Context: an optimization exercise on an open-source flow, tuned for small area. The choices shown serve that exercise and are no tape-out recipe.
Only simulation tests tie the RTL to the original design; equivalence was not proved.
Power figures rest on the tool's default switching activity, not on a simulated workload.

P:
Design unflatten_stream, start of the top module:
module unflatten_stream #(
  parameter int DATA_W = cnn_pkg::DATA_W,
  parameter int COLS   = cnn_pkg::COLS,
  parameter int ROWS   = cnn_pkg::ROWS
) (
  input  logic                     clk,
  input  logic                     rst_n,
  input  logic                     start,
  input  logic                     in_valid,
  output logic                     in_ready,
  input  logic signed [DATA_W-1:0] in_data,
  input  logic                     in_last,
  output logic [COLS*ROWS*DATA_W-1:0] grid_out,
  output logic                     frame_valid,
  input  logic                     frame_ack,
  output logic                     busy,
  output logic                     len_err
);
Size: ~2000 cells after synthesis, roughly 1900 flip-flops, ~2000 I/O pins, roughly 59000 um2 of cells after synthesis.
==> flow/config.mk <==
export PLATFORM = sky130hd
export DESIGN_NAME = unflatten_stream
export DESIGN_NICKNAME = unflatten_stream
export VERILOG_FILES = /design/flow/design.v
export SDC_FILE = /design/flow/constraint.sdc
export NUM_CORES = 4
export LEC_CHECK = 0
export CAP_MARGIN = 20
export CORE_AREA = 5 5 715 715
export DIE_AREA = 0 0 720 720
export PLACE_DENSITY = 0.8
export SLEW_MARGIN = 20
==> flow/constraint.sdc <==
create_clock -name core_clock -period 5.0 [get_ports {clk}]
set_input_delay 1.0000 -clock core_clock [delete_from_list [all_inputs] [get_ports {clk}]]
set_output_delay 1.0000 -clock core_clock [all_outputs]
set_load 0.01 [all_outputs]
standard.sh (not shown) runs the stock make flow with config.mk's settings and CLKGATE_MAP_FILE= SYNTH_SCRIPT=/design/flow/synth_recipe.tcl, a recipe that flattens the netlist after the stock synthesis.
==> flow/flow/run.sh <==
#!/bin/bash
# Standard layout, with the port buffers made from the smallest buffer cell and a clock
# tree of clkbuf_8 sink clusters without dummy loads.
set -euo pipefail
bash standard.sh \
  BUFFER_PORTS_ARGS="-buffer_cell sky130_fd_sc_hd__buf_1" \
  CTS_ARGS="-sink_clustering_enable -repair_clock_nets -dont_use_dummy_load -buf_list sky130_fd_sc_hd__clkbuf_8 -sink_clustering_size 18 -sink_clustering_max_diameter 80" \
  finish > standard.log 2>&1
Edits applied to the flow inputs when going from P to Q:
Settings: PLACE_DENSITY no longer set, was 0.8.
==> flow/flow/run.sh <==
#!/bin/bash
# Standard layout, with the port buffers made from the smallest buffer cell.
set -euo pipefail
bash standard.sh BUFFER_PORTS_ARGS="-buffer_cell sky130_fd_sc_hd__buf_1" finish > standard.log 2>&1
Findings:
- Re power share of the combinational group: Q is 0.9 points down on P.
- First-pass GRT wire length, Q vs P: down slightly
- Q vs. P: number of diodes added for antenna fixing went up 18, fraction of power spent switching nets up 0.32 points, final design utilization now larger, total routed wire length on the met1 layer has increased.

---

unflatten_stream again, from the RTL that the note above started with.
Settings: LEC_CHECK=0, CAP_MARGIN=20, CORE_AREA=5 5 715 715, DIE_AREA=0 0 720 720, PLACE_DENSITY=0.8, SLEW_MARGIN=20; clock period 5.0 ns.
==> flow/flow/run.sh <==
#!/bin/bash
# Standard layout, with the port buffers made from the smallest buffer cell and a clock
# tree of clkbuf_8 sink clusters without dummy loads.
set -euo pipefail
bash standard.sh \
  BUFFER_PORTS_ARGS="-buffer_cell sky130_fd_sc_hd__buf_1" \
  CTS_ARGS="-sink_clustering_enable -repair_clock_nets -dont_use_dummy_load -buf_list sky130_fd_sc_hd__clkbuf_8 -sink_clustering_size 18 -sink_clustering_max_diameter 100" \
  finish > standard.log 2>&1
Next try:
--- a/flow/flow/run.sh
+++ b/flow/flow/run.sh
@@ -7 +7 @@
-  CTS_ARGS="-sink_clustering_enable -repair_clock_nets -dont_use_dummy_load -buf_list sky130_fd_sc_hd__clkbuf_8 -sink_clustering_size 18 -sink_clustering_max_diameter 100" \
+  CTS_ARGS="-sink_clustering_enable -repair_clock_nets -dont_use_dummy_load -buf_list sky130_fd_sc_hd__clkbuf_8 -sink_clustering_size 20 -sink_clustering_max_diameter 60" \
Outcome: Design area rises slightly. Non-clock buffer count falls by 4. Utilization is about the same. Routed wire length barely changes. Area after synthesis is unchanged. Critical path depth stays the same. Combinational power hardly moves. First-iteration DRC count rises by a few percent. Maximum frequency rises by a few percent. Die area does not change. Clock power rises by a little under a tenth.
Next try:
--- a/flow/flow/run.sh
+++ b/flow/flow/run.sh
@@ -7 +7 @@
-  CTS_ARGS="-sink_clustering_enable -repair_clock_nets -dont_use_dummy_load -buf_list sky130_fd_sc_hd__clkbuf_8 -sink_clustering_size 20 -sink_clustering_max_diameter 60" \
+  CTS_ARGS="-sink_clustering_enable -repair_clock_nets -dont_use_dummy_load -buf_list sky130_fd_sc_hd__clkbuf_8 -sink_clustering_size 17 -sink_clustering_max_diameter 100" \
- ABC_AREA: default -> 1
- GPL_TIMING_DRIVEN: default -> 0
- total power grows by about 2.8%
- clock power grows by 4.2%
- final cell count is about the same
- die area stays the same
- register-to-register slack gets worse by 2200 ps
Next try:
- ABC_AREA: 1 -> default
- GPL_TIMING_DRIVEN: 0 -> default
- PLACE_DENSITY: 0.8 -> 0.9
Hold slack got worse by 78 ps.
Clock-buffer cell count is lower by 6.
Total power shrinks by 2.2%.
Wire length increases by 2.8%.
Flip-flop and latch count does not change.
Global-route usage is higher by 0.25 points.
Final area stays flat.
Synthesized area is about the same.
Die area stays the same.

[afterwards: timing with drivers on the ports]
How much do the figures lean on ideal ports? The routed layouts below were timed once more, with nothing changed but the port constraints. Step 1: set_driving_cell puts a clkbuf_16 on clk and a buf_2 on each other input, an assumption about the parent block. Step 2, shift: input delay + t, output delay - t, t = (earliest + latest rising clock arrival at the registers) / 2. This alone moves slack from input paths to output paths. Slacks: ideal ports / drivers / drivers and shift; pairs: ideal ports / drivers.
run	t (ns)	setup WS [ns]	cell pins on the clock port's net
P	0.960	1.903 / 1.823 / 1.889	1
Q	0.933	2.027 / 1.942 / 1.854	1
the first run of note 2	1.018	1.860 / 1.781 / 1.912	1
the second run of note 2	0.959	1.954 / 1.875 / 1.850	1
the third run of note 2	0.973	0.311 / 0.311 / -0.326	1
the fourth run of note 2	0.960	1.950 / 1.873 / 1.657	1
With both steps, setup timing fails in the third run of note 2, where it was met with ideal ports. The setup slack of the third run of note 2, which loses most, moves by 0.000 ns with the drivers and by -0.637 ns with both steps.
